From an optimization exercise on the open Yosys and OpenROAD flow, aimed at small area, a short achievable clock period and few clock cycles per item; shortcuts taken in it are not production practice. No run shown here included a check of the RTL's function; only the layout flow was run. No activity file was given, so power comes from the tool's default toggle rates.

===== flow/run.sh =====
#!/bin/bash
# synth_recipe.tcl (not shown) runs the flow's synth.tcl, then flattens the netlist and writes it again
# the make line also repeats each setting of config.mk as NAME=value (left out here)
make -C /OpenROAD-flow-scripts/flow DESIGN_CONFIG=/design/flow/config.mk WORK_HOME=/design/flow/orfs CLKGATE_MAP_FILE= SYNTH_SCRIPT=/design/flow/synth_recipe.tcl finish

===== flow/config.mk =====
export PLATFORM = sky130hd
export DESIGN_NAME = text_to_integer_any_base_top
export DESIGN_NICKNAME = text_to_integer_any_base_top
export VERILOG_FILES = /design/flow/design.v
export SDC_FILE = /design/flow/constraint.sdc
export NUM_CORES = 4
export LEC_CHECK = 0
export CAP_MARGIN = 20
export CORE_MARGIN = 2
export CORE_UTILIZATION = 40
export SETUP_SLACK_MARGIN = 3.3
export SLEW_MARGIN = 20

===== flow/constraint.sdc =====
create_clock -name core_clock -period 7.0 [get_ports {clk}]
set_input_delay 1.4000 -clock core_clock [delete_from_list [all_inputs] [get_ports {clk}]]
set_output_delay 1.4000 -clock core_clock [all_outputs]
set_load 0.01 [all_outputs]

===== flow/design.v =====
`timescale 1ns / 1ps
module tti_cfg (
	input  logic              clk,
	input  logic              arst_n,
	input  logic              cfg_valid,
	output logic              cfg_ready,
	input  logic [1:0]        cfg_index,
	input  logic [63:0]       cfg_data,
	output logic [15:0][7:0]  alpha,
	output logic [4:0]        radix,
	output logic [1:0]        written,
	output logic              cfg_fire
);
	logic [15:0][7:0] alpha_q;
	assign cfg_ready = 1'b1;
	assign cfg_fire  = cfg_valid;
	always_ff @(posedge clk) begin
		if (cfg_valid && (cfg_index == 2'd0))
			for (int k = 0; k < 8; k++) alpha_q[k] <= cfg_data[8*k +: 8];
		if (cfg_valid && (cfg_index == 2'd1))
			for (int k = 0; k < 8; k++) alpha_q[8+k] <= cfg_data[8*k +: 8];
	end
	always_ff @(posedge clk or negedge arst_n) begin
		if (!arst_n) begin
			radix   <= '0;
			written <= '0;
		end else if (cfg_valid) begin
			if (cfg_index == 2'd0) written[0] <= 1'b1;
			if (cfg_index == 2'd1) written[1] <= 1'b1;
			if (cfg_index == 2'd2) radix <= cfg_data[4:0];
		end
	end
	assign alpha = alpha_q;
endmodule
`timescale 1ns / 1ps
module tti_parse (
	input  logic              clk,
	input  logic              arst_n,
	input  logic              chars_valid,
	output logic              chars_ready,
	input  logic [7:0]        chars_ch,
	output logic              result_valid,
	input  logic              result_ready,
	output logic [31:0]       result_value,
	output logic              result_base_ok,
	input  logic [15:0][7:0]  alpha,
	input  logic [4:0]        radix,
	input  logic [1:0]        written,
	input  logic              cfg_fire
);
	localparam logic [1:0] PH_SPACE = 2'd0;
	localparam logic [1:0] PH_SIGN  = 2'd1;
	localparam logic [1:0] PH_DIGIT = 2'd2;
	localparam logic [1:0] PH_STOP  = 2'd3;
	logic       busy_q;      
	logic [3:0] row_q;       
	logic       bad_q;       
	logic       ok_q;        
	logic       c_v;         
	logic       c_row;       
	logic       c_last;      
	logic [7:0] c_ch;
	logic [1:0] ph_q;
	logic       neg_q;
	logic       hd_q;        
	logic       a_v;         
	logic       a_term;      
	logic       a_has;       
	logic [4:0] a_r;         
	logic [3:0] a_d;         
	logic       a_neg;       
	logic       res_q;
	logic        b_fire, a_free, c_free, c_load, c_go;
	logic [15:0] en, match;
	logic [3:0]  idx;
	logic        hit, is_nul, is_space, is_sign, is_minus;
	logic        radix_ok, last_row, row_bad;
	assign radix_ok = (radix >= 5'd2) && (radix <= 5'd16);
	assign last_row = ({1'b0, row_q} + 5'd1 == radix) || (row_q == 4'd15);
	assign b_fire      = a_v && !(a_term && res_q);
	assign a_free      = !a_v || b_fire;
	assign c_free      = !c_v || a_free;
	assign c_go        = c_v && a_free;
	assign chars_ready = c_free && !busy_q;
	assign c_load      = c_free || busy_q;
	always_ff @(posedge clk) begin
		if (c_load) begin
			c_ch <= busy_q ? alpha[row_q] : chars_ch;
		end
	end
	always_comb begin
		for (int k = 0; k < 16; k++) begin
			en[k]    = c_row ? (4'(k) < row_q - 4'd1) : (5'(k) < radix);
			match[k] = en[k] && (alpha[k] == c_ch);
		end
		idx = '0;
		for (int k = 0; k < 16; k++)
			if (match[k]) idx = idx | 4'(k);
	end
	assign hit      = |match;
	assign is_nul   = (c_ch == 8'h00);
	assign is_space = ((c_ch >= 8'h09) && (c_ch <= 8'h0D)) || (c_ch == 8'h20);
	assign is_sign  = (c_ch == 8'h2B) || (c_ch == 8'h2D);
	assign is_minus = (c_ch == 8'h2D);
	assign row_bad  = hit || is_nul || is_space || is_sign;
	always_ff @(posedge clk or negedge arst_n) begin
		if (!arst_n) begin
			busy_q <= 1'b0;
			row_q  <= '0;
			bad_q  <= 1'b0;
			ok_q   <= 1'b0;
			c_v    <= 1'b0;
			c_row  <= 1'b0;
			c_last <= 1'b0;
		end else begin
			if (c_load)
				c_v <= chars_valid && !busy_q;
			c_row  <= busy_q && !cfg_fire;
			c_last <= last_row;
			if (cfg_fire) begin
				busy_q <= 1'b1;
				row_q  <= '0;
				bad_q  <= 1'b0;
				ok_q   <= 1'b0;
			end else begin
				if (busy_q) begin
					row_q <= row_q + 4'd1;
					if (last_row)
						busy_q <= 1'b0;
				end
				if (c_row) begin
					bad_q <= bad_q || row_bad;
					if (c_last)
						ok_q <= !bad_q && !row_bad && radix_ok && written[0] && ((radix <= 5'd8) || written[1]);
				end
			end
		end
	end
	logic       dig_op;
	logic [1:0] ph_n;
	logic       neg_n, hd_n;
	always_comb begin
		dig_op = 1'b0;
		ph_n   = ph_q;
		neg_n  = neg_q;
		hd_n   = hd_q;
		if (is_nul) begin
			ph_n  = PH_SPACE;
			neg_n = 1'b0;
			hd_n  = 1'b0;
		end else if ((ph_q == PH_SPACE) && is_space) begin
		end else if (((ph_q == PH_SPACE) || (ph_q == PH_SIGN)) && is_sign) begin
			ph_n  = PH_SIGN;
			neg_n = neg_q ^ is_minus;
		end else if (ph_q != PH_STOP) begin
			if (hit && ok_q) begin
				dig_op = 1'b1;
				ph_n   = PH_DIGIT;
				hd_n   = 1'b1;
			end else begin
				ph_n = PH_STOP;
			end
		end
	end
	always_ff @(posedge clk or negedge arst_n) begin
		if (!arst_n) begin
			ph_q  <= PH_SPACE;
			neg_q <= 1'b0;
			hd_q  <= 1'b0;
			a_v   <= 1'b0;
		end else begin
			if (c_go) begin
				ph_q  <= ph_n;
				neg_q <= neg_n;
				hd_q  <= hd_n;
			end
			if (a_free)
				a_v <= c_v;
		end
	end
	always_ff @(posedge clk) begin
		if (a_free) begin
			a_term <= is_nul;
			a_has  <= hd_q;
			a_r    <= !(c_v && dig_op) ? 5'd1 : ((ph_q == PH_DIGIT) ? radix : 5'd0);
			a_d    <= (c_v && dig_op) ? idx : 4'd0;
			a_neg  <= c_v && dig_op && neg_q;
		end
	end
	localparam int BLK = 4;
	localparam int NB  = 32 / BLK;
	logic [31:0]   sum_q;
	logic [NB-1:1] cy_q;
	logic [31:0]   p0, p1, p2, p3, tx, cr;
	logic [31:0]   s1a, k1a, s1b, k1b, s2, k2, s3, k3;
	logic [31:0]   sum_n;
	logic [NB-1:1] cy_n;
	logic [31:0]   cy_vec;
	logic [31:0]   out_q;
	assign p0 = sum_q & {32{a_r[0]}};
	assign p1 = {sum_q[30:0] & {31{a_r[1]}}, a_neg};
	assign p2 = {sum_q[29:0], 2'b0} & {32{a_r[2]}};
	assign p3 = ({sum_q[28:0], 3'b0} & {32{a_r[3]}}) | ({sum_q[27:0], 4'b0} & {32{a_r[4]}});
	assign tx = {{28{a_neg}}, a_d ^ {4{a_neg}}};
	always_comb begin
		cr = '0;
		for (int b = 1; b < NB; b++)
			for (int i = 0; i < 5; i++)
				if (BLK * b + i < 32)
					cr[BLK*b+i] = cr[BLK*b+i] | (cy_q[b] & a_r[i]);
	end
	assign s1a = p0 ^ p1 ^ p2;
	assign k1a = {(p0[30:0] & p1[30:0]) | (p0[30:0] & p2[30:0]) | (p1[30:0] & p2[30:0]), 1'b0};
	assign s1b = p3 ^ cr ^ tx;
	assign k1b = {(p3[30:0] & cr[30:0]) | (p3[30:0] & tx[30:0]) | (cr[30:0] & tx[30:0]), 1'b0};
	assign s2  = s1a ^ k1a ^ s1b;
	assign k2  = {(s1a[30:0] & k1a[30:0]) | (s1a[30:0] & s1b[30:0]) | (k1a[30:0] & s1b[30:0]), 1'b0};
	assign s3  = s2 ^ k2 ^ k1b;
	assign k3  = {(s2[30:0] & k2[30:0]) | (s2[30:0] & k1b[30:0]) | (k2[30:0] & k1b[30:0]), 1'b0};
	always_comb begin
		logic [BLK:0] t;
		for (int b = 0; b < NB; b++) begin
			t = {1'b0, s3[BLK*b +: BLK]} + {1'b0, k3[BLK*b +: BLK]};
			sum_n[BLK*b +: BLK] = t[BLK-1:0];
			if (b < NB - 1)
				cy_n[b+1] = t[BLK];
		end
	end
	always_ff @(posedge clk) begin
		sum_q <= sum_n;
		cy_q  <= cy_n;
	end
	always_comb begin
		cy_vec = '0;
		for (int b = 1; b < NB; b++) cy_vec[BLK*b] = cy_q[b];
	end
	always_ff @(posedge clk) begin
		if (a_v && a_term && !res_q)
			out_q <= (sum_q + cy_vec) & {32{a_has}};
	end
	always_ff @(posedge clk or negedge arst_n) begin
		if (!arst_n)
			res_q <= 1'b0;
		else if (a_v && a_term && !res_q)
			res_q <= 1'b1;
		else if (result_ready)
			res_q <= 1'b0;
	end
	assign result_valid   = res_q;
	assign result_value   = out_q;
	assign result_base_ok = ok_q;
endmodule
`timescale 1ns / 1ps
module text_to_integer_any_base_top (
	input  logic                      clk,
	input  logic                      arst_n,
	input  logic                      chars_valid,
	output logic                      chars_ready,
	input  logic [7:0]                chars_ch,
	output logic                      result_valid,
	input  logic                      result_ready,
	output logic signed [31:0]        result_value,
	output logic                      result_base_ok,
	input  logic                      cfg_valid,
	output logic                      cfg_ready,
	input  logic [1:0]                cfg_index,
	input  logic [63:0]               cfg_data
);
	logic [15:0][7:0] alpha;
	logic [4:0]       radix;
	logic [1:0]       written;
	logic             cfg_fire;
	tti_cfg u_cfg (
		.clk       (clk),
		.arst_n    (arst_n),
		.cfg_valid (cfg_valid),
		.cfg_ready (cfg_ready),
		.cfg_index (cfg_index),
		.cfg_data  (cfg_data),
		.alpha     (alpha),
		.radix     (radix),
		.written   (written),
		.cfg_fire  (cfg_fire)
	);
	tti_parse u_parse (
		.clk            (clk),
		.arst_n         (arst_n),
		.chars_valid    (chars_valid),
		.chars_ready    (chars_ready),
		.chars_ch       (chars_ch),
		.result_valid   (result_valid),
		.result_ready   (result_ready),
		.result_value   (result_value),
		.result_base_ok (result_base_ok),
		.alpha          (alpha),
		.radix          (radix),
		.written        (written),
		.cfg_fire       (cfg_fire)
	);
endmodule

==> impl_metrics.env, run 1 <==
export IMPL_track_usage=0.197
export IMPL_synth_area_top_cells="edfxtp_1 33%, fa_1 15%, xor2_1 7.4%"
export IMPL_async_flop_share=0.0950
export IMPL_crit_family="compound AO/OA/AOI/OAI gates"
export IMPL_drv_slew=0
export IMPL_htreeDepth=1
export IMPL_ys_seq_elements=242
export IMPL_num_rows=73
export IMPL_status="finished clean"
export IMPL_finalClockSkew_ns=0.0356
export IMPL_drt_iter0_drc=653
export IMPL_cpMaxStageDelayCell="dfrtp_4"
export IMPL_root_buffer="clkbuf_16"
export IMPL_final_period_utilization=0.505
export IMPL_nets=1708
export IMPL_ios=115
export IMPL_area_growth_pct=16.5
export IMPL_postPlaceCellArea_mm2=0.0179
export IMPL_routed_wl_um=40100
export IMPL_clkPwrFrac=0.335
export IMPL_p_sw_frac=0.322
export IMPL_start_kind="flip-flop"
export IMPL_synth_top_cell_by_area="edfxtp_1"
export IMPL_fmax_mhz=283
export IMPL_min_path_type="reg2reg"
export IMPL_ys_types=77
export IMPL_pwr_share_seq=0.441
export IMPL_fin_crit_ns=3.54
export IMPL_die_h_um=206
export IMPL_antenna_left=0
export IMPL_clk_path_buf_depth=3
export IMPL_place_congestion=0.901
export IMPL_final_core_util=0.475
export IMPL_combinationalPowerShare=0.224
export IMPL_rsz0062_at_grt="false"
export IMPL_p_sw_mw=1.39
export IMPL_slowest_delay_ns=0.62
export IMPL_p_int_mw=2.94
export IMPL_core_mm2=0.0399
export IMPL_synth_fp_nets=1627
export IMPL_cts_buffers=28
export IMPL_dr_pass1_iters=6
export IMPL_syn_area_mm2=0.0163
export IMPL_cp_required_ns=7.32
export IMPL_worst_slew_pin_slew_ns=1.12
export IMPL_end_kind="flip-flop"
export IMPL_synth_edff_count=180
export IMPL_cp_cell_sequence="buf_6, inv_1, ha_1, xnor2_2, o32ai_1, o311ai_0, o211a_1, nand4_1, o21a_4, and3_1"
export IMPL_grt_pass1_vias=11100
export IMPL_synthCells=1380
export IMPL_fp_dieW_um=206
export IMPL_wl_per_cell_um=20.0
export IMPL_clkTransAtPathRegs_ns=0.06
export IMPL_ys_flop_type="edfxtp_1"
export IMPL_clock_sinks=242
export IMPL_p_leak_nw=7.32
export IMPL_ir_drop_v=0.000175
export IMPL_powerDensity_mw_per_mm2=229
export IMPL_initial_utilization=0.408
export IMPL_tns_ns=0
export IMPL_cts_tree="yes"
export IMPL_ys_warn_count=2
export IMPL_maxCapViolations=0
export IMPL_vias_per_cell=5.25
export IMPL_drive_gt1_frac=0.111
export IMPL_dp_hpwl_um=29500
export IMPL_grt_pass1_wl_um=63800
export IMPL_drc=0
export IMPL_grt_max_degree=66
export IMPL_syn_avg_cell_area_um2=11.8
export IMPL_die_area_mm2=0.0423
export IMPL_insertion_delay_ns=0.59
export IMPL_yosysSeqAreaShare=0.416
export IMPL_setup_viol=0
export IMPL_crit_arrival_ns=3.85
export IMPL_antenna_found_initial=0
export IMPL_diodes=0
export IMPL_stdcell_area_mm2=0.0189
export IMPL_worst_path_max_fanout=30
export IMPL_slew_headroom=0.250
export IMPL_port_buffers=113
export IMPL_crit_type="reg2reg"
export IMPL_finalHoldViolCount=0
export IMPL_yosysTopAreaCellShare=0.332
export IMPL_vias=10500
export IMPL_total_power_mw=4.33
export IMPL_grt_overflow_total=0
export IMPL_crit_buf_inv=2
## state kept, by name (all words and copies together), names as in the netlist, 2 cells and up
name	flops
u_cfg.alpha_q	128
u_parse.out_q	32
u_parse.sum_q	32
u_parse.c_ch	8
u_parse.cy_q	7
u_cfg.radix	5
u_parse.a_r	5
u_parse.a_d	4
u_parse.row_q	4
u_cfg.written	2
u_parse.ph_q	2
## final cells by class
cell class                      count  area, µm²
Clock inverter                     21        199
Timing Repair Buffer              128       1280
Clock buffer                       31        722
Sequential cell                   242       6770
Timing Repair inverter              1       7.51
Multi-Input combinational cell    898       8700
Fill cell                        3611      21000
Tap cell                          525        657
Inverter                          162        612
## synthesized netlist by cell type, drive strengths merged, types with 4 or more instances
| master | instances |
|---|---|
| and3 | 11 |
| xnor2 | 50 |
| nand2b | 13 |
| a221oi | 4 |
| mux4 | 40 |
| edfxtp | 180 |
| nor3 | 8 |
| and2 | 67 |
| or2 | 4 |
| dfxtp | 39 |
| nand2 | 98 |
| o21ai | 20 |
| buf | 30 |
| dfrtp | 23 |
| nor2b | 11 |
| nor2 | 46 |
| fa | 121 |
| inv | 162 |
| o31ai | 4 |
| or3 | 7 |
| a22oi | 23 |
| o211ai | 4 |
| o21a | 4 |
| a21oi | 30 |
| mux2 | 13 |
| nor4 | 29 |
| xor2 | 137 |
| nand4 | 12 |
| a21o | 8 |
| clkbuf | 48 |
| and4 | 6 |
| a22o | 12 |
| nand3 | 21 |
| ha | 47 |
## per-layer routing
layer  share of wire  routed length [µm]  vias to the layer above  track usage
met5               0                   0                        -            0
met4           0.041                1660                        0       0.0737
met3           0.042                1700                       77       0.0283
met2            0.51               20400                      276        0.347
met1            0.41               16300                     5324        0.246
li1                -                   -                     4865            -
## logic make-up after synthesis
family,Yosys count,share of synthesized area
AND/OR/NAND/NOR,344,0.112
flip-flops,242,0.416
buffers and inverters,240,0.0581
AO/OA/AOI/OAI,142,0.0626
adder cells (fa/ha/maj),168,0.185
XOR/XNOR,187,0.101
other,1,0.000230
multiplexers,56,0.0662
## cells in the final DEF, fill, tap and decap left out, drive strengths merged, types with 16 or more instances in the layout
| cell | instances |
|---|---|
| xor2 | 137 |
| inv | 162 |
| and2 | 67 |
| dfrtp | 23 |
| dfxtp | 39 |
| nor2 | 46 |
| clkdlybuf4s50 | 112 |
| ha | 47 |
| fa | 121 |
| xnor2 | 50 |
| clkbuf | 31 |
| edfxtp | 180 |
| a22oi | 23 |
| o21ai | 20 |
| buf | 16 |
| a21oi | 30 |
| nand3 | 21 |
| nor4 | 29 |
| nand2 | 98 |
| mux4 | 40 |
## repair_timing
action	in CTS	in global routing
buffers inserted	1	2
gates resized for setup	3	9
endpoints found under the setup margin	40	19
cloned	1	0
hold buffers	0	0
## stage by stage
step | hold slack [ns] | setup slack (ns) | std cells
floorplan | 0.425 | 3.22 | 1380
global placement | 0.437 | 3.01 | 1952
detailed placement | 0.433 | 2.93 | 1952
CTS | 0.458 | 3.37 | 2006
global route | 0.479 | 3.30 | 2008
finish | 0.454 | 3.46 | 2008
## power by group through the flow
stage	sequential (mW)	combinational [mW]	clock (mW)
floorplan	1.70	0.875	0
global placement	1.93	0.956	0
detailed placement	1.94	0.964	0
CTS	1.91	0.971	1.49
global route	1.93	1.04	1.54
finish	1.91	0.971	1.45
## final timing paths
check / cells after the start / from / slack (ns) / end
worst max-delay path: 10 / u_parse.row_q[0]$_DFFE_PN0P_ / 3.46 / u_parse.a_r[4]$_SDFFCE_PN0P_
min in group asynchronous: 1 / arst_n / 0.80 / u_parse.a_v$_DFFE_PN0P_
worst min-delay path: 0 / u_parse.hd_q$_DFFE_PN0P_ / 0.45 / u_parse.a_has$_DFFE_PP_
max in group asynchronous: 1 / arst_n / 5.77 / u_parse.row_q[0]$_DFFE_PN0P_
worst max register to register: 10 / u_parse.row_q[0]$_DFFE_PN0P_ / 3.46 / u_parse.a_r[4]$_SDFFCE_PN0P_
worst min register to register: 0 / u_parse.hd_q$_DFFE_PN0P_ / 0.45 / u_parse.a_has$_DFFE_PP_
==> run 2, diff against run 1 <==
--- a/flow/design.v
+++ b/flow/design.v
@@ -61,2 +61,3 @@
 	logic       c_last;      
+	logic [3:0] c_s;         
 	logic [7:0] c_ch;
@@ -88,2 +89,3 @@
 			c_ch <= busy_q ? alpha[row_q] : chars_ch;
+			c_s  <= row_q;
 		end
@@ -92,3 +94,3 @@
 		for (int k = 0; k < 16; k++) begin
-			en[k]    = c_row ? (4'(k) < row_q - 4'd1) : (5'(k) < radix);
+			en[k]    = c_row ? (4'(k) < c_s) : (5'(k) < radix);
 			match[k] = en[k] && (alpha[k] == c_ch);
--- a/flow/config.mk
+++ b/flow/config.mk
@@ -7,2 +7,3 @@
 export LEC_CHECK = 0
+export ABC_AREA = 1
 export CAP_MARGIN = 20
@@ -10,3 +11,3 @@
 export CORE_UTILIZATION = 40
-export SETUP_SLACK_MARGIN = 3.3
+export SETUP_SLACK_MARGIN = 3.5
 export SLEW_MARGIN = 20
==> impl_metrics.env, run 2 <==
export IMPL_status="finished clean"
export IMPL_ys_warn_count=2
export IMPL_finalClockSkew_ns=0.0245
export IMPL_postPlaceCellArea_mm2=0.0190
export IMPL_die_h_um=212
export IMPL_rsz0062_at_grt="true"
export IMPL_drive_gt1_frac=0.0840
export IMPL_drv_slew=0
export IMPL_syn_avg_cell_area_um2=8.62
export IMPL_drc=0
export IMPL_synth_commonest_cells="475 x nand2_1, 334 x inv_1, 184 x edfxtp_1, 176 x nor2_1, 121 x fa_1"
export IMPL_htreeDepth=1
export IMPL_yosysTopAreaCellShare=0.320
export IMPL_regMostFlops="u_cfg.alpha_q"
export IMPL_ir_drop_v=0.000203
export IMPL_num_rows=76
export IMPL_clock_sinks=246
export IMPL_total_power_mw=4.60
export IMPL_crit_arrival_ns=3.95
export IMPL_grt_overflow_total=0
export IMPL_dr_pass1_iters=6
export IMPL_final_cell_mix="475 x nand2_1, 317 x inv_1, 184 x edfxtp_1"
export IMPL_grt_pass1_vias=14000
export IMPL_fin_crit_ns=3.47
export IMPL_grt_max_degree=76
export IMPL_timing_hold_ws_ns=0.463
export IMPL_wl_per_cell_um=18.0
export IMPL_fill_cells=4074
export IMPL_ys_flop_type="edfxtp_1"
export IMPL_ys_seq_elements=246
export IMPL_maxCapViolations=0
export IMPL_port_buffers=113
export IMPL_async_flop_share=0.0935
export IMPL_grt_pass1_wl_um=75900
export IMPL_ys_types=48
export IMPL_clkTransAtPathRegs_ns=0.06
export IMPL_die_area_mm2=0.0449
export IMPL_diodes=0
export IMPL_syn_area_mm2=0.0173
export IMPL_top_regs="u_cfg.alpha_q (128), u_parse.out_q (32), u_parse.sum_q (32)"
export IMPL_stdcell_area_mm2=0.0204
export IMPL_dp_hpwl_um=35800
export IMPL_synth_fp_nets=2247
export IMPL_vias_per_cell=5.09
export IMPL_worst_path_max_fanout=6
export IMPL_place_congestion=0.922
export IMPL_synth_area_top_cells="edfxtp_1 32%, fa_1 14%, nand2_1 10%"
export IMPL_cts_buffers=30
export IMPL_final_period_utilization=0.496
export IMPL_min_path_type="reg2reg"
export IMPL_synth_top_cell_by_area="edfxtp_1"
export IMPL_synthCells=2003
export IMPL_powerDensity_mw_per_mm2=226
export IMPL_synth_most_common_cell="nand2_1"
export IMPL_slew_headroom=0.264
export IMPL_clk_path_buf_depth=3
export IMPL_fp_dieW_um=212
export IMPL_tns_ns=0
export IMPL_antenna_found_initial=0
export IMPL_vias=13800
export IMPL_yosysSeqAreaShare=0.398
export IMPL_final_core_util=0.475
export IMPL_largest_reg_flops=128
export IMPL_initial_utilization=0.403
export IMPL_p_leak_nw=8.58
export IMPL_start_kind="flip-flop"
export IMPL_insertion_delay_ns=0.59
export IMPL_cts_tree="yes"
export IMPL_nets=2353
export IMPL_core_mm2=0.0429
export IMPL_root_buffer="clkbuf_16"
export IMPL_drt_iter0_drc=1034
export IMPL_track_usage=0.220
export IMPL_ios=115
export IMPL_crit_type="reg2reg"
export IMPL_setup_viol=0
export IMPL_cp_required_ns=7.48
export IMPL_fmax_mhz=288
export IMPL_layout_commonest_cell="nand2_1"
export IMPL_synth_edff_count=184
export IMPL_antenna_left=0
export IMPL_routed_wl_um=48900
export IMPL_finalHoldViolCount=0
export IMPL_end_kind="flip-flop"
export IMPL_worst_slew_pin_slew_ns=1.10
export IMPL_area_growth_pct=17.9
-- run 2: logic make-up after synthesis --
family          count (synthesis)  share of synthesized area
compound gates                278                     0.0893
buf+inv                       424                     0.0993
other cells                     1                   0.000217
flops                         246                      0.398
simple gates                  773                      0.182
xor+xnor                      116                     0.0588
fa+ha+maj                     165                      0.172
-- run 2: layout make-up --
type | count | area [µm²] | area share
Multi-Input combinational cell | 1333 | 8900 | 0.437
Sequential cell | 246 | 6890 | 0.338
Timing Repair Buffer | 150 | 1480 | 0.0728
Inverter | 345 | 1310 | 0.0644
Clock buffer | 34 | 766 | 0.0376
Tap cell | 585 | 732 | 0.0360
Clock inverter | 21 | 253 | 0.0124
Timing Repair inverter | 3 | 20.0 | 0.000984
-- run 2: where the power goes --
part           total, mW  internal (mW)  leakage (nW)  switching, mW
registers           1.91           1.68          2.28          0.234
logic               1.07          0.409          5.81          0.665
clock network       1.61          0.968         0.486          0.642
total               4.60           3.06          8.58           1.54
-- run 2: stage by stage --
step | worst slack [ns] | cells
final | 3.53 | 2717
after global routing | 3.38 | 2717
after CTS | 3.49 | 2701
after detailed placement | 2.76 | 2633
after global placement | 2.88 | 2633
after floorplan | 3.35 | 2003
-- run 2: layer usage --
| layer | part of all wire | wire [µm] | global-route usage |
|---|---|---|---|
| met1 | 0.41 | 20300 | 0.278 |
| met2 | 0.49 | 24200 | 0.387 |
| met3 | 0.051 | 2480 | 0.0221 |
| met4 | 0.040 | 1970 | 0.0843 |
| met5 | 0 | 0 | 0 |
-- run 2: worst paths after layout --
path	start	to	slack, ns	depth (start not counted)
worst max-delay path	u_parse.a_r[4]$_SDFFCE_PN0P_	u_parse.sum_q[25]$_DFF_P_	3.53	13
max in group asynchronous	arst_n	u_parse.row_q[1]$_DFFE_PN0P_	5.79	1
worst min-delay path	u_parse.hd_q$_DFFE_PN0P_	u_parse.a_has$_DFFE_PP_	0.46	0
worst min register to register	u_parse.hd_q$_DFFE_PN0P_	u_parse.a_has$_DFFE_PP_	0.46	0
worst max register to register	u_parse.a_r[4]$_SDFFCE_PN0P_	u_parse.sum_q[25]$_DFF_P_	3.53	13
min in group asynchronous	arst_n	u_parse.res_q$_DFFE_PN0P_	0.78	1
-- run 2: timing repair --
| action | CTS | global route |
|---|---|---|
| resized for setup | 11 | 31 |
| cloned | 2 | 3 |
| pin swaps | 0 | 22 |
| endpoints found under the setup margin | 35 | 25 |
| setup buffers | 11 | 13 |
| hold buffers | 0 | 0 |
-- run 2: worst max-delay path, cell delays in order, from the launching register on --
cell        delay, ns
edfxtp_1         0.34
buf_6            0.11
clkinvlp_4       0.13
buf_8            0.17
o22ai_1          0.17
inv_1            0.08
fa_1             0.50
fa_1             0.49
inv_1            0.06
fa_1             0.54
ha_2             0.19
inv_2            0.04
fa_2             0.51
inv_1            0.03
==> run 3, diff against run 2 <==
--- a/flow/config.mk
+++ b/flow/config.mk
@@ -7,6 +7,5 @@
 export LEC_CHECK = 0
-export ABC_AREA = 1
 export CAP_MARGIN = 20
 export CORE_MARGIN = 2
-export CORE_UTILIZATION = 40
+export CORE_UTILIZATION = 55
 export SETUP_SLACK_MARGIN = 3.5
==> impl_metrics.env, run 3 <==
export IMPL_crit_type="reg2reg"
export IMPL_status="finished clean"
export IMPL_powerDensity_mw_per_mm2=227
export IMPL_dr_pass1_iters=6
export IMPL_regMostFlops="u_cfg.alpha_q"
export IMPL_cts_buffers=28
export IMPL_p_int_mw=2.99
export IMPL_vias=10700
export IMPL_yosysTopAreaCellShare=0.339
export IMPL_synth_xor_area_share=0.0983
export IMPL_cp_required_ns=7.45
export IMPL_synth_commonest_cells="184 x edfxtp_1, 144 x nand2_1, 138 x xor2_1, 128 x inv_1, 121 x fa_1"
export IMPL_synthCells=1385
export IMPL_antenna_found_initial=0
export IMPL_grt_overflow_total=0
export IMPL_diodes=0
export IMPL_p_sw_frac=0.303
export IMPL_nets=1717
export IMPL_port_buffers=113
export IMPL_final_cell_mix="184 x edfxtp_1, 144 x nand2_1, 138 x xor2_1"
export IMPL_ios=115
export IMPL_syn_area_mm2=0.0163
export IMPL_regToRegSetupSlack_ns=3.57
export IMPL_clock_sinks=246
export IMPL_initial_utilization=0.554
export IMPL_use_met3=0.0319
export IMPL_clk_path_buf_depth=3
export IMPL_min_path_type="reg2reg"
export IMPL_fin_crit_ns=3.43
export IMPL_end_kind="flip-flop"
export IMPL_antenna_left=0
export IMPL_fill_cells=2250
export IMPL_cp_startpoint="u_parse.a_r[3]$_SDFFCE_PN0P_"
export IMPL_fp_dieW_um=176
export IMPL_ys_flop_type="edfxtp_1"
export IMPL_worst_path_max_fanout=20
export IMPL_maxCapViolations=0
export IMPL_grt_max_degree=66
export IMPL_syn_avg_cell_area_um2=11.8
export IMPL_htreeDepth=1
export IMPL_drc=0
export IMPL_wl_per_cell_um=20.3
export IMPL_rr_worst_depth=10
export IMPL_seq_area_mm2=0.00688
export IMPL_clkPwrFrac=0.353
export IMPL_grt_pass1_wl_um=60400
export IMPL_ir_drop_v=0.000246
export IMPL_synth_edff_count=184
export IMPL_slew_headroom=0.217
export IMPL_whs_path_depth=0
export IMPL_hold_path_endpoint="u_parse.a_has$_DFFE_PP_"
export IMPL_fmax_mhz=292
export IMPL_grt_pass1_vias=11100
export IMPL_grt_busiest_layer="met2"
export IMPL_drv_slew=0
export IMPL_hp_start="u_parse.hd_q$_DFFE_PN0P_"
export IMPL_met2_usage=0.432
export IMPL_place_congestion=0.871
export IMPL_yosysSeqAreaShare=0.422
export IMPL_start_kind="flip-flop"
export IMPL_setup_viol=0
export IMPL_synth_compound_area_share=0.0759
export IMPL_synth_area_top_cells="edfxtp_1 34%, fa_1 15%, xor2_1 7.4%"
export IMPL_synth_top_family_by_area="adder cells"
export IMPL_insertion_delay_ns=0.57
export IMPL_tns_ns=0
export IMPL_ys_seq_elements=246
export IMPL_synth_simple_gate_area_frac=0.107
export IMPL_pwr_share_seq=0.456
export IMPL_routed_wl_um=38200
export IMPL_drive_gt1_frac=0.111
export IMPL_synth_top_cell_by_area="edfxtp_1"
export IMPL_ys_types=81
export IMPL_final_period_utilization=0.489
export IMPL_vias_per_cell=5.71
export IMPL_rsz0062_at_grt="true"
export IMPL_timing_hold_ws_ns=0.465
export IMPL_ys_warn_count=2
export IMPL_drt_iter0_drc=757
export IMPL_p_sw_mw=1.30
export IMPL_finalHoldViolCount=0
export IMPL_synth_fa_ha_area_frac=0.182
export IMPL_grt_util_met1=0.322
export IMPL_synth_fp_nets=1629
export IMPL_combinationalPowerShare=0.192
export IMPL_die_area_mm2=0.0310
export IMPL_async_flop_share=0.0935
export IMPL_clkTransAtPathRegs_ns=0.06
export IMPL_layout_commonest_cell="edfxtp_1"
export IMPL_synth_most_common_cell="edfxtp_1"
export IMPL_area_growth_pct=15.8
export IMPL_finalClockSkew_ns=0.0200
export IMPL_dp_hpwl_um=27100
export IMPL_die_h_um=176
export IMPL_crit_arrival_ns=3.88
export IMPL_synth_mux_area_frac=0.0532
export IMPL_largest_reg_flops=128
export IMPL_num_rows=63
export IMPL_top_regs="u_cfg.alpha_q (128), u_parse.out_q (32), u_parse.sum_q (32)"
export IMPL_timing_rr_end="u_parse.cy_q[5]$_DFF_P_"
export IMPL_p_leak_nw=7.19
export IMPL_multi_input_area_mm2=0.00857
export IMPL_root_buffer="clkbuf_16"
export IMPL_cts_tree="yes"
export IMPL_timing_rr_start="u_parse.a_r[3]$_SDFFCE_PN0P_"
export IMPL_worst_slew_pin_slew_ns=1.17
export IMPL_core_mm2=0.0294
export IMPL_track_usage=0.250
-- run 3: cell types whose count changed after synthesis, moves of 54 or more --
cell	previous run	this run
nand2_1	475	144
o21ai_0	111	17
o22ai_1	64	10
nor2_1	176	44
inv_1	334	128
xor2_1	24	138
-- run 3: logic make-up after synthesis --
group / count (synthesis)
adders and majority gates: 165
buffers and inverters: 216
xor gates and xnor gates: 182
other: 1
muxes: 65
AOI/OAI and AO/OA: 170
DFF: 246
and+or+nand+nor: 340
-- run 3: power groups by stage --
| stage | clock network, mW | logic (mW) | registers (mW) |
|---|---|---|---|
| global route | 1.60 | 0.893 | 1.97 |
| floorplan | 0 | 0.857 | 1.74 |
| finish | 1.51 | 0.823 | 1.96 |
| detailed placement | 0 | 0.813 | 1.98 |
| CTS | 1.55 | 0.821 | 1.95 |
| global placement | 0 | 0.813 | 1.98 |
-- run 3: layout make-up --
| type | count | area share |
|---|---|---|
| Sequential cell | 246 | 0.365 |
| Clock inverter | 11 | 0.0109 |
| Inverter | 129 | 0.0259 |
| Clock buffer | 38 | 0.0391 |
| Multi-Input combinational cell | 923 | 0.454 |
| Timing Repair inverter | 1 | 0.000398 |
| Timing Repair Buffer | 144 | 0.0791 |
| Tap cell | 390 | 0.0259 |
-- run 3: per-layer routing --
metal,part of all wire,up-vias,routed length (µm)
met3,0.046,94,1770
met1,0.40,5330,15400
met5,0,-,0
met2,0.51,349,19400
met4,0.043,0,1630
li1,-,4965,-
-- run 3: what timing repair did --
| action | in CTS | in global routing |
|---|---|---|
| hold buffers | 0 | 0 |
| setup buffers | 10 | 8 |
| cloned | 1 | 3 |
| gates resized for setup | 3 | 35 |
| pin swaps | 0 | 16 |
| setup endpoints to repair | 34 | 13 |
-- run 3: how the worst max path moves through the flow --
stage	to	slack (ns)	depth (start not counted)
final	u_parse.cy_q[5]$_DFF_P_	3.57	10
after global routing	u_parse.cy_q[6]$_DFF_P_	3.44	12
after CTS	u_parse.cy_q[6]$_DFF_P_	3.44	12
after detailed placement	u_parse.cy_q[6]$_DFF_P_	2.55	11
after global placement	u_parse.cy_q[6]$_DFF_P_	2.66	11
after floorplan	u_parse.cy_q[6]$_DFF_P_	3.13	12
-- run 3: metrics by stage --
step                instances  setup slack (ns)  instance area, µm²  utilization  power [mW]
global placement         1811              2.66               17600        0.598        2.80
global route             1882              3.44               18900        0.642        4.47
CTS                      1871              3.44               18600        0.633        4.32
floorplan                1385              3.13               16400            -        2.60
detailed placement       1811              2.55               17600        0.598        2.79
finish                   1882              3.57               18900        0.642        4.29
-- run 3: critical path: stages, from the launching register on --
cell and delay (ns):
edfxtp_1 0.51, buf_12 0.21, a22oi_2 0.19, fa_1 0.46
fa_1 0.53, inv_1 0.06, fa_1 0.46, ha_2 0.22
fa_2 0.37, a21o_1 0.16, a21o_1 0.14
==> run 4, diff against run 3 <==
==> flow/flow/run.sh (new file) <==
#!/bin/bash
# Standard layout, with the port buffers made from the smallest buffer.
cp standard.sh standard_sh.log
export BUFFER_PORTS_ARGS="-buffer_cell sky130_fd_sc_hd__buf_1"
bash standard.sh > standard.log 2>&1
==> flow/standard.sh (new file) <==
#!/bin/bash
# synth_recipe.tcl (not shown) runs the flow's synth.tcl, then flattens the netlist and writes it again
# the make line also repeats each setting of config.mk as NAME=value (left out here)
make -C /OpenROAD-flow-scripts/flow DESIGN_CONFIG=/design/flow/config.mk WORK_HOME=/design/flow/orfs CLKGATE_MAP_FILE= SYNTH_SCRIPT=/design/flow/synth_recipe.tcl "${@:-finish}"
--- a/flow/config.mk
+++ b/flow/config.mk
@@ -9,3 +9,3 @@
 export CORE_MARGIN = 2
-export CORE_UTILIZATION = 55
+export CORE_UTILIZATION = 40
 export SETUP_SLACK_MARGIN = 3.5
removed: flow/run.sh
==> impl_metrics.env, run 4 <==
export IMPL_core_mm2=0.0400
export IMPL_top_regs="u_cfg.alpha_q (128), u_parse.out_q (32), u_parse.sum_q (32)"
export IMPL_cp_startpoint="u_parse.a_r[1]$_SDFFCE_PN0P_"
export IMPL_final_core_util=0.465
export IMPL_p_leak_nw=6.99
export IMPL_ir_drop_v=0.000272
export IMPL_pre_cts_ws_ns=2.56
export IMPL_drive_gt1_frac=0.133
export IMPL_cp_cell_sequence="buf_12, buf_4, nand2_1, fa_1, fa_1, inv_1, fa_1, ha_2, fa_2, a21o_1, a21o_1"
export IMPL_cts_tree="yes"
export IMPL_ys_flop_type="edfxtp_1"
export IMPL_worst_slew_pin_slew_ns=1.15
export IMPL_drv_slew=0
export IMPL_finalHoldViolCount=0
export IMPL_htreeDepth=1
export IMPL_final_cell_mix="184 x edfxtp_1, 143 x nand2_1, 138 x xor2_1"
export IMPL_ios=115
export IMPL_setup_ws_ns=3.52
export IMPL_final_cells=2036
export IMPL_ys_types=81
export IMPL_insertion_delay_ns=0.59
export IMPL_status="finished clean"
export IMPL_synth_top_cell_by_area="edfxtp_1"
export IMPL_yosysSeqAreaShare=0.422
export IMPL_crit_family="adder cells"
export IMPL_grt_pass1_vias=10900
export IMPL_syn_avg_cell_area_um2=11.8
export IMPL_crit_arrival_ns=3.95
export IMPL_die_area_mm2=0.0424
export IMPL_largest_reg_flops=128
export IMPL_cpMaxStageDelayCell="fa_1"
export IMPL_routed_wl_met2_um=20500
export IMPL_crit_type="reg2reg"
export IMPL_crit_buf_inv=3
export IMPL_nets=1733
export IMPL_end_kind="flip-flop"
export IMPL_fmax_mhz=288
export IMPL_root_buffer="clkbuf_16"
export IMPL_ys_seq_elements=246
export IMPL_antenna_left=0
export IMPL_diodes=0
export IMPL_vias_per_cell=5.32
export IMPL_synth_edff_count=184
export IMPL_cts_buffers=28
export IMPL_slowest_delay_ns=0.58
export IMPL_top_layer_used="met4"
export IMPL_dpl_cell_count=1947
export IMPL_timing_hold_ws_ns=0.468
export IMPL_clock_sinks=246
export IMPL_wl_per_cell_um=20.0
export IMPL_port_buffers=113
export IMPL_final_period_utilization=0.497
export IMPL_finalClockSkew_ns=0.0231
export IMPL_routed_wl_um=40800
export IMPL_area_growth_pct=14.2
export IMPL_initial_utilization=0.407
export IMPL_start_kind="flip-flop"
export IMPL_async_flop_share=0.0935
export IMPL_layout_commonest_cell="edfxtp_1"
export IMPL_met3WireLength_um=2010
export IMPL_min_path_type="reg2reg"
export IMPL_drc=0
export IMPL_powerDensity_mw_per_mm2=229
export IMPL_clkTransAtPathRegs_ns=0.06
export IMPL_dr_pass1_iters=5
export IMPL_track_usage=0.189
export IMPL_ys_warn_count=2
export IMPL_slew_headroom=0.233
export IMPL_synth_fp_nets=1629
export IMPL_rsz0062_at_grt="true"
export IMPL_cp_required_ns=7.47
export IMPL_antenna_found_initial=0
export IMPL_setup_viol=0
export IMPL_drt_iter0_drc=631
export IMPL_grt_overflow_total=0
export IMPL_num_rows=73
export IMPL_die_h_um=206
export IMPL_fin_crit_ns=3.48
export IMPL_synthCells=1385
export IMPL_worst_path_max_fanout=8
export IMPL_regMostFlops="u_cfg.alpha_q"
export IMPL_grt_pass1_wl_um=61400
export IMPL_synth_most_common_cell="edfxtp_1"
export IMPL_syn_area_mm2=0.0163
export IMPL_hp_start="u_cfg.written[0]$_DFFE_PN0P_"
export IMPL_fp_dieW_um=206
export IMPL_synth_commonest_cells="184 x edfxtp_1, 144 x nand2_1, 138 x xor2_1, 128 x inv_1, 121 x fa_1"
export IMPL_maxCapViolations=0
export IMPL_timing_rr_start="u_parse.a_r[1]$_SDFFCE_PN0P_"
export IMPL_synth_area_top_cells="edfxtp_1 34%, fa_1 15%, xor2_1 7.4%"
export IMPL_place_congestion=0.873
export IMPL_tns_ns=0
export IMPL_clk_path_buf_depth=3
export IMPL_vias=10800
export IMPL_m1WireLength_um=17000
export IMPL_dp_hpwl_um=28300
export IMPL_worst_path_most_repeated_cell="fa_1"
export IMPL_yosysTopAreaCellShare=0.339
export IMPL_grt_max_degree=66
## run 4: final timing paths
check / end / slack [ns] / depth (start not counted)
min in group asynchronous: u_cfg.radix[2]$_DFFE_PN0P_ / 0.81 / 2
min: u_cfg.written[0]$_DFFE_PN0P_ / 0.47 / 1
max: u_parse.cy_q[5]$_DFF_P_ / 3.52 / 11
max in group asynchronous: u_parse.row_q[0]$_DFFE_PN0P_ / 5.92 / 2
max reg2reg: u_parse.cy_q[5]$_DFF_P_ / 3.52 / 11
min reg2reg: u_cfg.written[0]$_DFFE_PN0P_ / 0.47 / 1
## run 4: metrics by stage
step	power (mW)	instance area [µm²]
2_1_floorplan	2.60	16400
3_3_place_gp	2.75	17100
3_5_place_dp	2.76	17100
4_1_cts	4.26	18100
5_1_grt	4.44	18600
6_report	4.26	18600
## run 4: timing repair
item / 4_1_cts / 5_1_grt
pin swaps: 0 / 26
resized for setup: 10 / 39
hold buffers: 0 / 0
setup endpoints to repair: 34 / 8
buffers inserted: 9 / 19
cloned: 1 / 6
## run 4: cell families (layout without fill, tap and decap cells)
family / after synthesis / in the layout / share of synthesized area
muxes: 65 / 65 / 0.0532
AOI/OAI and AO/OA: 170 / 170 / 0.0759
xor gates and xnor gates: 182 / 182 / 0.0983
other: 1 / 1 / 0.000230
adders and majority gates: 165 / 165 / 0.182
DFF: 246 / 246 / 0.422
buffers and inverters: 216 / 342 / 0.0604
and+or+nand+nor: 340 / 340 / 0.107
## run 4: area by class of cell
| class | count | area [µm²] |
|---|---|---|
| sequential | 246 | 6880 |
| clock buffer | 31 | 722 |
| inverter | 129 | 488 |
| tap | 525 | 657 |
| fill | 3678 | 21400 |
| timing repair inverter | 1 | 7.51 |
| multi-input combinational | 923 | 8600 |
| timing repair buffer | 160 | 1020 |
| clock inverter | 21 | 225 |
## run 4: where the power goes
group,leakage (nW),internal [mW],switching (mW),total [mW]
Clock,0.462,0.862,0.627,1.49
Combinational,4.26,0.402,0.438,0.839
Sequential,2.27,1.66,0.269,1.93
Total,6.99,2.93,1.33,4.26
## run 4: layer usage
metal	track usage	vias up
met3	0.0263	64
met2	0.328	335
met1	0.245	5433
met4	0.0561	0
li1	-	5000
met5	0	-
==> run 5, diff against run 4 <==
--- a/flow/design.v
+++ b/flow/design.v
@@ -61,3 +61,2 @@
 	logic       c_last;      
-	logic [3:0] c_s;         
 	logic [7:0] c_ch;
@@ -89,3 +88,2 @@
 			c_ch <= busy_q ? alpha[row_q] : chars_ch;
-			c_s  <= row_q;
 		end
@@ -94,3 +92,3 @@
 		for (int k = 0; k < 16; k++) begin
-			en[k]    = c_row ? (4'(k) < c_s) : (5'(k) < radix);
+			en[k]    = c_row ? (4'(k) < row_q - 4'd1) : (5'(k) < radix);
 			match[k] = en[k] && (alpha[k] == c_ch);
@@ -186,7 +184,9 @@
 			a_has  <= hd_q;
-			a_r    <= !(c_v && dig_op) ? 5'd1 : ((ph_q == PH_DIGIT) ? radix : 5'd0);
-			a_d    <= (c_v && dig_op) ? idx : 4'd0;
-			a_neg  <= c_v && dig_op && neg_q;
 		end
 	end
+	always_ff @(posedge clk) begin
+		a_r   <= !(a_free && c_v && dig_op) ? 5'd1 : ((ph_q == PH_DIGIT) ? radix : 5'd0);
+		a_d   <= (a_free && c_v && dig_op) ? idx : 4'd0;
+		a_neg <= a_free && c_v && dig_op && neg_q;
+	end
 	localparam int BLK = 4;
==> flow/run.sh (new file) <==
#!/bin/bash
# synth_recipe.tcl (not shown) runs the flow's synth.tcl, then flattens the netlist and writes it again
# the make line also repeats each setting of config.mk as NAME=value (left out here)
make -C /OpenROAD-flow-scripts/flow DESIGN_CONFIG=/design/flow/config.mk WORK_HOME=/design/flow/orfs CLKGATE_MAP_FILE= SYNTH_SCRIPT=/design/flow/synth_recipe.tcl finish
removed: flow/flow/run.sh
removed: flow/standard.sh
==> impl_metrics.env, run 5 <==
export IMPL_grt_overflow_total=0
export IMPL_timing_rr_end="u_parse.a_r[1]$_SDFF_PN0_"
export IMPL_grt_max_degree=66
export IMPL_drc=0
export IMPL_cp_cell_sequence="and3_1, a21oi_1, clkdlybuf4s50_1"
export IMPL_vias_per_cell=5.24
export IMPL_synth_top_cell_by_area="edfxtp_1"
export IMPL_initial_utilization=0.405
export IMPL_antenna_found_initial=1
export IMPL_maxCapViolations=0
export IMPL_layout_commonest_cell="edfxtp_1"
export IMPL_place_congestion=0.852
export IMPL_grt_pass1_vias=10900
export IMPL_antenna_left=0
export IMPL_synth_commonest_cells="170 x edfxtp_1, 160 x inv_1, 121 x fa_1, 110 x xor2_1, 98 x and2_1"
export IMPL_largest_reg_flops=128
export IMPL_rr_worst_depth=9
export IMPL_grt_util_met1=0.262
export IMPL_worst_path_max_fanout=4
export IMPL_ios=115
export IMPL_synth_fp_nets=1608
export IMPL_tns_ns=0
export IMPL_cp_required_ns=5.60
export IMPL_crit_type="reg2out"
export IMPL_finalHoldViolCount=0
export IMPL_status="finished clean"
export IMPL_synth_area_top_cells="edfxtp_1 32%, fa_1 15%, dfxtp_1 6.1%"
export IMPL_area_growth_pct=17.8
export IMPL_ys_flop_type="edfxtp_1"
export IMPL_ys_seq_elements=242
export IMPL_hp_start="u_parse.hd_q$_DFFE_PN0P_"
export IMPL_total_power_mw=4.36
export IMPL_yosysSeqAreaShare=0.413
export IMPL_cts_tree="yes"
export IMPL_synth_most_common_cell="edfxtp_1"
export IMPL_fin_crit_ns=3.37
export IMPL_yosysTopAreaCellShare=0.316
export IMPL_port_buffers=113
export IMPL_vias=10500
export IMPL_fmax_mhz=297
export IMPL_use_met3=0.0277
export IMPL_met2_usage=0.311
export IMPL_track_usage=0.190
export IMPL_clkTransAtPathRegs_ns=0.06
export IMPL_regMostFlops="u_cfg.alpha_q"
export IMPL_pre_cts_ws_ns=2.93
export IMPL_insertion_delay_ns=0.58
export IMPL_setup_viol=0
export IMPL_crit_arrival_ns=1.97
export IMPL_drv_slew=0
export IMPL_rsz0062_at_grt="true"
export IMPL_cts_hold_buf=0
export IMPL_htreeDepth=1
export IMPL_die_area_mm2=0.0420
export IMPL_worst_slew_pin_slew_ns=1.16
export IMPL_clk_path_buf_depth=3
export IMPL_final_period_utilization=0.482
export IMPL_start_kind="flip-flop"
export IMPL_setup_ws_ns=3.63
export IMPL_synth_edff_count=170
export IMPL_end_kind="primary output"
export IMPL_dr_pass1_iters=5
export IMPL_root_buffer="clkbuf_16"
export IMPL_ir_drop_v=0.000227
export IMPL_stdcell_area_mm2=0.0190
export IMPL_hold_path_endpoint="u_parse.a_has$_DFFE_PP_"
export IMPL_routed_wl_um=39100
export IMPL_regToRegSetupSlack_ns=3.65
export IMPL_fp_dieW_um=205
export IMPL_drive_gt1_frac=0.118
export IMPL_wl_per_cell_um=19.5
export IMPL_dpl_cell_count=1934
export IMPL_num_rows=73
export IMPL_top_regs="u_cfg.alpha_q (128), u_parse.out_q (32), u_parse.sum_q (32)"
export IMPL_core_mm2=0.0398
export IMPL_cpMaxStageDelayCell="clkdlybuf4s50_1"
export IMPL_grt_pass1_wl_um=62000
export IMPL_timing_rr_start="u_parse.row_q[2]$_DFFE_PN0P_"
export IMPL_whs_path_depth=0
export IMPL_grt_busiest_layer="met2"
export IMPL_p_leak_nw=7.48
export IMPL_drt_iter0_drc=827
export IMPL_ys_types=68
export IMPL_nets=1706
export IMPL_final_cells=2007
export IMPL_min_path_type="reg2reg"
export IMPL_async_flop_share=0.0950
export IMPL_ys_warn_count=2
export IMPL_postPlaceCellArea_mm2=0.0178
export IMPL_dp_hpwl_um=28100
export IMPL_cts_buffers=28
export IMPL_syn_area_mm2=0.0161
export IMPL_syn_avg_cell_area_um2=11.9
export IMPL_powerDensity_mw_per_mm2=229
export IMPL_slowest_delay_ns=0.56
export IMPL_clock_sinks=242
export IMPL_die_h_um=205
export IMPL_slew_headroom=0.225
export IMPL_synthCells=1361
export IMPL_finalClockSkew_ns=0.0213
export IMPL_final_cell_mix="170 x edfxtp_1, 157 x inv_1, 113 x fa_1"
-- run 5: cell count changes after synthesis, sizes merged, moves of 29 or more --
cell   before  now
xor2      139  110
and2       21   98
nand2     144   82
inv       128  160
xnor2      43   78
mux2i      36    2
-- run 5: metal layers --
| metal | vias up | routed length (µm) |
|---|---|---|
| met5 | - | 0 |
| met4 | 0 | 1260 |
| met3 | 77 | 2250 |
| met2 | 347 | 18800 |
| met1 | 5280 | 16800 |
| li1 | 4821 | - |
-- run 5: through the flow --
| stage | utilization | hold slack, ns |
|---|---|---|
| after detailed placement | 0.446 | 0.439 |
| after floorplan | - | 0.426 |
| final | 0.477 | 0.452 |
| after global placement | 0.446 | 0.436 |
| after global routing | 0.477 | 0.478 |
| after CTS | 0.471 | 0.457 |
-- run 5: timing repair --
item,CTS,global route
pin swaps,0,2
buffers inserted,5,10
setup endpoints to repair,38,23
gates cloned,1,3
gates resized for setup,9,21
-- run 5: critical path: cells and delay by family, from the launching register on --
family,cells,cell delay [ns]
and+or+nand+nor,1,0.26
DFF,1,0.43
buffers and inverters,1,0.56
AOI/OAI and AO/OA,1,0.16
-- run 5: layout make-up --
type	instances	area (µm²)
clock buffers	32	736
repair inverters	1	7.51
fillers	3646	20800
multi-input cells	880	8620
flip-flops and latches	242	6680
well taps	525	657
repair buffers	146	1510
inverters	160	604
clock inverters	20	193
diodes	1	2.50
-- run 5: report_power, final --
| group | switching [mW] | total (mW) | internal (mW) |
|---|---|---|---|
| Sequential | 0.205 | 1.83 | 1.62 |
| Clock | 0.633 | 1.44 | 0.809 |
| Combinational | 0.565 | 1.09 | 0.523 |
-- run 5: worst max path at each step --
stage / startpoint / end / slack (ns) / depth (start not counted)
finish: u_parse.res_q$_DFFE_PN0P_ / chars_ready / 3.63 / 3
global route: u_parse.a_r[2]$_SDFF_PN0_ / u_parse.sum_q[31]$_DFF_P_ / 3.41 / 13
CTS: u_parse.a_r[1]$_SDFF_PN0_ / u_parse.sum_q[31]$_DFF_P_ / 3.50 / 13
detailed placement: u_parse.a_neg$_DFF_P_ / u_parse.sum_q[31]$_DFF_P_ / 2.93 / 12
global placement: u_parse.a_neg$_DFF_P_ / u_parse.sum_q[31]$_DFF_P_ / 2.98 / 12
floorplan: u_parse.a_neg$_DFF_P_ / u_parse.sum_q[31]$_DFF_P_ / 3.31 / 13
-- run 5: kinds of logic after synthesis --
logic type                 share of synthesized area
xor gates and xnor gates                       0.102
buffers and inverters                         0.0584
other                                       0.000232
muxes                                         0.0661
and+or+nand+nor                                0.114
adders and majority gates                      0.186
DFF                                            0.413
AOI/OAI and AO/OA                             0.0596
==> run 6, diff against run 5 <==
--- a/flow/config.mk
+++ b/flow/config.mk
@@ -10,2 +10,3 @@
 export CORE_UTILIZATION = 40
+export CTS_BUF_LIST = sky130_fd_sc_hd__clkbuf_4
 export SETUP_SLACK_MARGIN = 3.5
==> impl_metrics.env, run 6 <==
export IMPL_ys_flop_type="edfxtp_1"
export IMPL_async_flop_share=0.0950
export IMPL_initial_utilization=0.405
export IMPL_synth_area_top_cells="edfxtp_1 32%, fa_1 15%, dfxtp_1 6.1%"
export IMPL_drv_slew=0
export IMPL_clock_sinks=242
export IMPL_die_area_mm2=0.0420
export IMPL_crit_family="adder cells"
export IMPL_finalClockSkew_ns=0.0434
export IMPL_worst_slew_pin_slew_ns=1.15
export IMPL_synth_edff_count=170
export IMPL_synthCells=1361
export IMPL_fp_dieW_um=205
export IMPL_cp_startpoint="u_parse.a_r[0]$_SDFF_PN1_"
export IMPL_vias_per_cell=5.20
export IMPL_p_leak_nw=7.60
export IMPL_timing_rr_end="u_parse.cy_q[7]$_DFF_P_"
export IMPL_postPlaceCellArea_mm2=0.0178
export IMPL_ir_drop_v=0.000139
export IMPL_wl_per_cell_um=19.3
export IMPL_final_core_util=0.479
export IMPL_regMostFlops="u_cfg.alpha_q"
export IMPL_crit_buf_inv=4
export IMPL_start_kind="flip-flop"
export IMPL_dr_pass1_iters=5
export IMPL_fmax_mhz=294
export IMPL_routed_wl_um=40300
export IMPL_end_kind="flip-flop"
export IMPL_p_int_mw=2.85
export IMPL_slew_headroom=0.235
export IMPL_cts_buffers=68
export IMPL_cpMaxStageDelayCell="fa_1"
export IMPL_port_buffers=113
export IMPL_cp_cell_sequence="clkbuf_16, and2_4, fa_1, inv_1, fa_1, inv_1, fa_1, ha_2, inv_1, fa_2, nor2b_1, o21ai_1, nand2b_1"
export IMPL_worst_path_max_fanout=10
export IMPL_synth_top_cell_by_area="edfxtp_1"
export IMPL_antenna_left=0
export IMPL_met2_usage=0.313
export IMPL_dp_hpwl_um=28100
export IMPL_cts_tree="yes"
export IMPL_use_met3=0.0463
export IMPL_final_period_utilization=0.486
export IMPL_synth_fp_nets=1608
export IMPL_pwr_share_seq=0.431
export IMPL_cp_required_ns=7.69
export IMPL_vias=10800
export IMPL_synth_most_common_cell="edfxtp_1"
export IMPL_ys_types=68
export IMPL_num_rows=73
export IMPL_syn_avg_cell_area_um2=11.9
export IMPL_ys_warn_count=2
export IMPL_clkPwrFrac=0.315
export IMPL_whs_path_depth=0
export IMPL_htreeDepth=3
export IMPL_drive_gt1_frac=0.152
export IMPL_finalHoldViolCount=0
export IMPL_top_regs="u_cfg.alpha_q (128), u_parse.out_q (32), u_parse.sum_q (32)"
export IMPL_min_path_type="reg2reg"
export IMPL_clkTransAtPathRegs_ns=0.07
export IMPL_place_congestion=0.852
export IMPL_stdcell_area_mm2=0.0191
export IMPL_ys_seq_elements=242
export IMPL_crit_type="reg2reg"
export IMPL_combinationalPowerShare=0.255
export IMPL_crit_arrival_ns=4.09
export IMPL_p_sw_frac=0.328
export IMPL_yosysTopAreaCellShare=0.316
export IMPL_fin_crit_ns=3.40
export IMPL_final_cell_mix="170 x edfxtp_1, 156 x inv_1, 112 x fa_1"
export IMPL_maxCapViolations=0
export IMPL_core_mm2=0.0398
export IMPL_drc=0
export IMPL_powerDensity_mw_per_mm2=222
export IMPL_drt_iter0_drc=771
export IMPL_root_buffer="clkbuf_4"
export IMPL_rr_worst_depth=13
export IMPL_insertion_delay_ns=0.76
export IMPL_timing_rr_start="u_parse.a_r[0]$_SDFF_PN1_"
export IMPL_track_usage=0.195
export IMPL_synth_commonest_cells="170 x edfxtp_1, 160 x inv_1, 121 x fa_1, 110 x xor2_1, 98 x and2_1"
export IMPL_nets=1750
export IMPL_area_growth_pct=18.3
export IMPL_clk_path_buf_depth=3
export IMPL_grt_max_degree=66
export IMPL_setup_viol=0
export IMPL_largest_reg_flops=128
export IMPL_die_h_um=205
export IMPL_grt_pass1_vias=11400
export IMPL_rsz0062_at_grt="true"
export IMPL_syn_area_mm2=0.0161
export IMPL_grt_overflow_total=0
export IMPL_grt_pass1_wl_um=62800
export IMPL_status="finished clean"
export IMPL_regToRegSetupSlack_ns=3.60
export IMPL_p_sw_mw=1.39
export IMPL_crit_cells=13
export IMPL_grt_util_met1=0.256
export IMPL_ios=115
export IMPL_endpoint="u_parse.cy_q[7]$_DFF_P_"
export IMPL_tns_ns=0
export IMPL_layout_commonest_cell="edfxtp_1"
export IMPL_antenna_found_initial=4
export IMPL_grt_busiest_layer="met2"
export IMPL_slowest_delay_ns=0.55
export IMPL_yosysSeqAreaShare=0.413
-- run 6: cell counts after synthesis --
Identical to the previous run, type by type.
-- run 6: power by group through the flow --
stage	Combinational [mW]	Clock (mW)	Sequential (mW)
2_1_floorplan	0.857	0	1.70
3_3_place_gp	1.01	0	1.87
3_5_place_dp	1.01	0	1.87
4_1_cts	1.02	1.38	1.84
5_1_grt	1.17	1.47	1.84
6_report	1.08	1.33	1.83
-- run 6: kinds of logic after synthesis --
family,synth area share
AO/OA/AOI/OAI,0.0596
AND/OR/NAND/NOR,0.114
flip-flops,0.413
other,0.000232
adder cells (fa/ha/maj),0.186
XOR/XNOR,0.102
buffers and inverters,0.0584
multiplexers,0.0661
-- run 6: worst min-delay path by stage --
stage                              endpoint                startpoint  slack, ns
floorplan           u_parse.a_has$_DFFE_PP_  u_parse.hd_q$_DFFE_PN0P_       0.43
global placement    u_parse.a_has$_DFFE_PP_  u_parse.hd_q$_DFFE_PN0P_       0.44
detailed placement  u_parse.a_has$_DFFE_PP_  u_parse.hd_q$_DFFE_PN0P_       0.44
CTS                 u_parse.a_has$_DFFE_PP_  u_parse.hd_q$_DFFE_PN0P_       0.46
global route        u_parse.a_has$_DFFE_PP_  u_parse.hd_q$_DFFE_PN0P_       0.48
finish              u_parse.a_has$_DFFE_PP_  u_parse.hd_q$_DFFE_PN0P_       0.45
-- run 6: repair_timing --
action	CTS	global route
pin swaps	0	11
buffers inserted	4	13
hold buffers	0	0
cloned	1	5
resized for setup	7	37
setup endpoints to repair	38	33
-- run 6: layout make-up --
type	instances	area [µm²]
inverters	160	604
clock buffers	89	668
flip-flops and latches	242	6690
diodes	6	15.0
multi-input cells	880	8630
fillers	3670	20700
repair buffers	150	1610
well taps	525	657
clock inverters	31	218
repair inverters	1	7.51
-- run 6: worst register-to-register path: cells and delay by family (launching register included) --
kind                     cells  cell delay, ns
flip-flops                   1            0.38
buffers and inverters        4            0.36
adder cells (fa/ha/maj)      5            2.19
AND/OR/NAND/NOR              3            0.34
AO/OA/AOI/OAI                1            0.07
-- run 6: stage by stage --
step / setup slack (ns) / hold slack (ns) / instances / power (mW)
global route: 3.46 / 0.480 / 2084 / 4.47
global placement: 2.98 / 0.436 / 1934 / 2.87
detailed placement: 2.93 / 0.439 / 1934 / 2.88
floorplan: 3.31 / 0.426 / 1361 / 2.56
CTS: 3.40 / 0.458 / 2059 / 4.24
finish: 3.60 / 0.453 / 2084 / 4.24
-- run 6: per-layer routing --
metal  wire length (µm)  share of wire  up-vias
met1              17100           0.42     5386
met4               1220          0.030        0
met3               2730          0.068       73
met5                  0              0        -
li1                   -              -     4953
met2              19200           0.48      416
==> run 7, diff against run 6 <==
--- a/flow/config.mk
+++ b/flow/config.mk
@@ -10,3 +10,3 @@
 export CORE_UTILIZATION = 40
-export CTS_BUF_LIST = sky130_fd_sc_hd__clkbuf_4
+export CTS_BUF_LIST = sky130_fd_sc_hd__clkbuf_8
 export SETUP_SLACK_MARGIN = 3.5
==> impl_metrics.env, run 7 <==
export IMPL_synth_mux_area_frac=0.0661
export IMPL_vias_per_cell=5.21
export IMPL_maxCapViolations=0
export IMPL_largest_reg_flops=128
export IMPL_clk_path_buf_depth=3
export IMPL_place_congestion=0.852
export IMPL_die_area_mm2=0.0420
export IMPL_synth_edff_count=170
export IMPL_syn_area_mm2=0.0161
export IMPL_drt_iter0_drc=800
export IMPL_crit_type="reg2reg"
export IMPL_initial_utilization=0.405
export IMPL_grt_pass1_vias=11100
export IMPL_worst_slew_pin_slew_ns=1.13
export IMPL_fmax_mhz=299
export IMPL_syn_avg_cell_area_um2=11.9
export IMPL_dr_pass1_iters=6
export IMPL_setup_viol=0
export IMPL_synthCells=1361
export IMPL_dp_hpwl_um=28100
export IMPL_crit_arrival_ns=3.89
export IMPL_fin_crit_ns=3.34
export IMPL_synth_simple_gate_area_frac=0.114
export IMPL_dpl_cell_count=1934
export IMPL_clkTransAtPathRegs_ns=0.06
export IMPL_vias=10600
export IMPL_finalHoldViolCount=0
export IMPL_rsz0062_at_grt="true"
export IMPL_synth_fp_nets=1608
export IMPL_insertion_delay_ns=0.64
export IMPL_fp_dieW_um=205
export IMPL_synth_area_top_cells="edfxtp_1 32%, fa_1 15%, dfxtp_1 6.1%"
export IMPL_slew_headroom=0.249
export IMPL_start_kind="flip-flop"
export IMPL_slowest_delay_ns=0.55
export IMPL_final_cell_mix="170 x edfxtp_1, 166 x inv_1, 113 x fa_1"
export IMPL_layout_commonest_cell="edfxtp_1"
export IMPL_cts_tree="yes"
export IMPL_track_usage=0.195
export IMPL_antenna_left=0
export IMPL_crit_family="adder cells"
export IMPL_setup_ws_ns=3.66
export IMPL_top_regs="u_cfg.alpha_q (128), u_parse.out_q (32), u_parse.sum_q (32)"
export IMPL_area_growth_pct=17.8
export IMPL_htreeDepth=2
export IMPL_synth_xor_area_share=0.102
export IMPL_finalClockSkew_ns=0.0527
export IMPL_num_rows=73
export IMPL_drc=0
export IMPL_tns_ns=0
export IMPL_final_period_utilization=0.477
export IMPL_p_leak_nw=7.55
export IMPL_yosysSeqAreaShare=0.413
export IMPL_ios=115
export IMPL_synth_fa_ha_area_frac=0.186
export IMPL_nets=1722
export IMPL_fill_cells=3642
export IMPL_wl_per_cell_um=19.6
export IMPL_regMostFlops="u_cfg.alpha_q"
export IMPL_status="finished clean"
export IMPL_worst_path_max_fanout=19
export IMPL_ys_seq_elements=242
export IMPL_ys_warn_count=2
export IMPL_ys_types=68
export IMPL_synth_most_common_cell="edfxtp_1"
export IMPL_crit_buf_inv=4
export IMPL_grt_pass1_wl_um=62500
export IMPL_end_kind="flip-flop"
export IMPL_core_mm2=0.0398
export IMPL_yosysTopAreaCellShare=0.316
export IMPL_seq_area_mm2=0.00669
export IMPL_clock_sinks=242
export IMPL_async_flop_share=0.0950
export IMPL_drive_gt1_frac=0.126
export IMPL_drv_slew=0
export IMPL_die_h_um=205
export IMPL_cp_required_ns=7.55
export IMPL_synth_top_family_by_area="adder cells"
export IMPL_min_path_type="reg2reg"
export IMPL_port_buffers=113
export IMPL_grt_overflow_total=0
export IMPL_cp_cell_sequence="clkbuf_16, nand2_1, fa_1, inv_1, fa_1, inv_1, fa_1, inv_1, ha_1, a21o_1, a21oi_2, xnor2_1, xnor2_1"
export IMPL_synth_compound_area_share=0.0596
export IMPL_ys_flop_type="edfxtp_1"
export IMPL_routed_wl_um=39800
export IMPL_root_buffer="clkbuf_8"
export IMPL_final_cells=2036
export IMPL_grt_max_degree=66
export IMPL_synth_top_cell_by_area="edfxtp_1"
export IMPL_ir_drop_v=0.000159
export IMPL_pre_cts_ws_ns=2.93
export IMPL_multi_input_area_mm2=0.00862
export IMPL_antenna_found_initial=1
export IMPL_cpMaxStageDelayCell="fa_1"
export IMPL_cts_buffers=44
export IMPL_synth_commonest_cells="170 x edfxtp_1, 160 x inv_1, 121 x fa_1, 110 x xor2_1, 98 x and2_1"
export IMPL_powerDensity_mw_per_mm2=226
run 7: worst reg2reg max path, stage by stage, from the launching register on:
cell       delay, ns
dfxtp_4         0.38
clkbuf_16       0.19
nand2_1         0.10
fa_1            0.55
inv_1           0.07
fa_1            0.53
inv_1           0.05
fa_1            0.52
inv_1           0.06
ha_1            0.26
a21o_1          0.16
a21oi_2         0.13
xnor2_1         0.14
xnor2_1         0.13
run 7: cell type report:
| type | count | share of cell area |
|---|---|---|
| multi-input cells | 880 | 0.453 |
| flip-flops and latches | 242 | 0.352 |
| repair buffers | 146 | 0.0801 |
| well taps | 525 | 0.0345 |
| clock buffers | 46 | 0.0333 |
| inverters | 160 | 0.0318 |
| clock inverters | 35 | 0.0148 |
| repair inverters | 1 | 0.000395 |
| diodes | 1 | 0.000132 |
run 7: cell families (layout without fill, tap and decap cells):
family,after synthesis,in the layout
simple gates,330,330
flops,242,242
buf+inv,239,388
xor+xnor,188,188
fa+ha+maj,168,168
compound gates,138,138
mux,55,55
other cells,1,2
run 7: final timing paths:
path	startpoint	endpoint	slack, ns	depth (start not counted)
worst max register to register	u_parse.a_r[0]$_SDFF_PN1_	u_parse.sum_q[31]$_DFF_P_	3.66	13
worst min register to register	u_parse.hd_q$_DFFE_PN0P_	u_parse.a_has$_DFFE_PP_	0.46	0
min in group asynchronous	arst_n	u_parse.res_q$_DFFE_PN0P_	0.76	1
worst min-delay path	u_parse.hd_q$_DFFE_PN0P_	u_parse.a_has$_DFFE_PP_	0.46	0
max in group asynchronous	arst_n	u_parse.row_q[0]$_DFFE_PN0P_	5.83	1
worst max-delay path	u_parse.a_r[0]$_SDFF_PN1_	u_parse.sum_q[31]$_DFF_P_	3.66	13
run 7: power by group:
part	leakage, nW	switching (mW)	internal, mW
Combinational	4.86	0.566	0.510
Sequential	2.18	0.201	1.62
Clock	0.500	0.630	0.767
run 7: per-stage QoR:
stage	cell area (µm²)	util	total power [mW]	hold WS, ns
floorplan	16200	-	2.56	0.426
global placement	17800	0.446	2.87	0.436
detailed placement	17800	0.446	2.88	0.439
CTS	18700	0.471	4.31	0.459
global route	19000	0.478	4.50	0.477
finish	19000	0.478	4.30	0.455
run 7: layer usage:
layer / vias to the layer above / global-route usage / share of wire
met5: - / 0 / 0
met4: 0 / 0.0827 / 0.032
met3: 78 / 0.0329 / 0.058
met2: 367 / 0.311 / 0.48
met1: 5313 / 0.262 / 0.43
li1: 4857 / - / -
run 7: repair_timing:
item                                    4_1_cts  5_1_grt
cloned                                        1        4
resized for setup                            10       28
pin swaps                                     0        7
endpoints found under the setup margin       38       24
hold buffers                                  0        0
buffers inserted                              5        9

what the ideal ports hide:
In the flow no input, the clock included, has a driving cell. The finished layouts below were timed again as built, in two steps. Step 1, drivers: a clkbuf_16 drives clk and a buf_2 each remaining input, both assumed. Step 2 times the ports against the registers' clock, not the clock port: input delays grow and output delays shrink by t, the midpoint of the rising clock arrivals with the driver on. a / b / c = ideal ports / drivers / drivers and shift; a / b = the first two.
run	t (ns)	setup slack, ns
run 1	0.627	3.462 / 3.455 / 3.023
run 2	0.631	3.530 / 3.530 / 3.427
run 3	0.613	3.574 / 3.534 / 3.390
run 4	0.631	3.523 / 3.523 / 3.495
run 5	0.623	3.629 / 3.575 / 3.460
run 6	0.798	3.601 / 3.601 / 3.438
run 7	0.657	3.661 / 3.661 / 3.427
After both steps setup and hold are still met in every run listed.
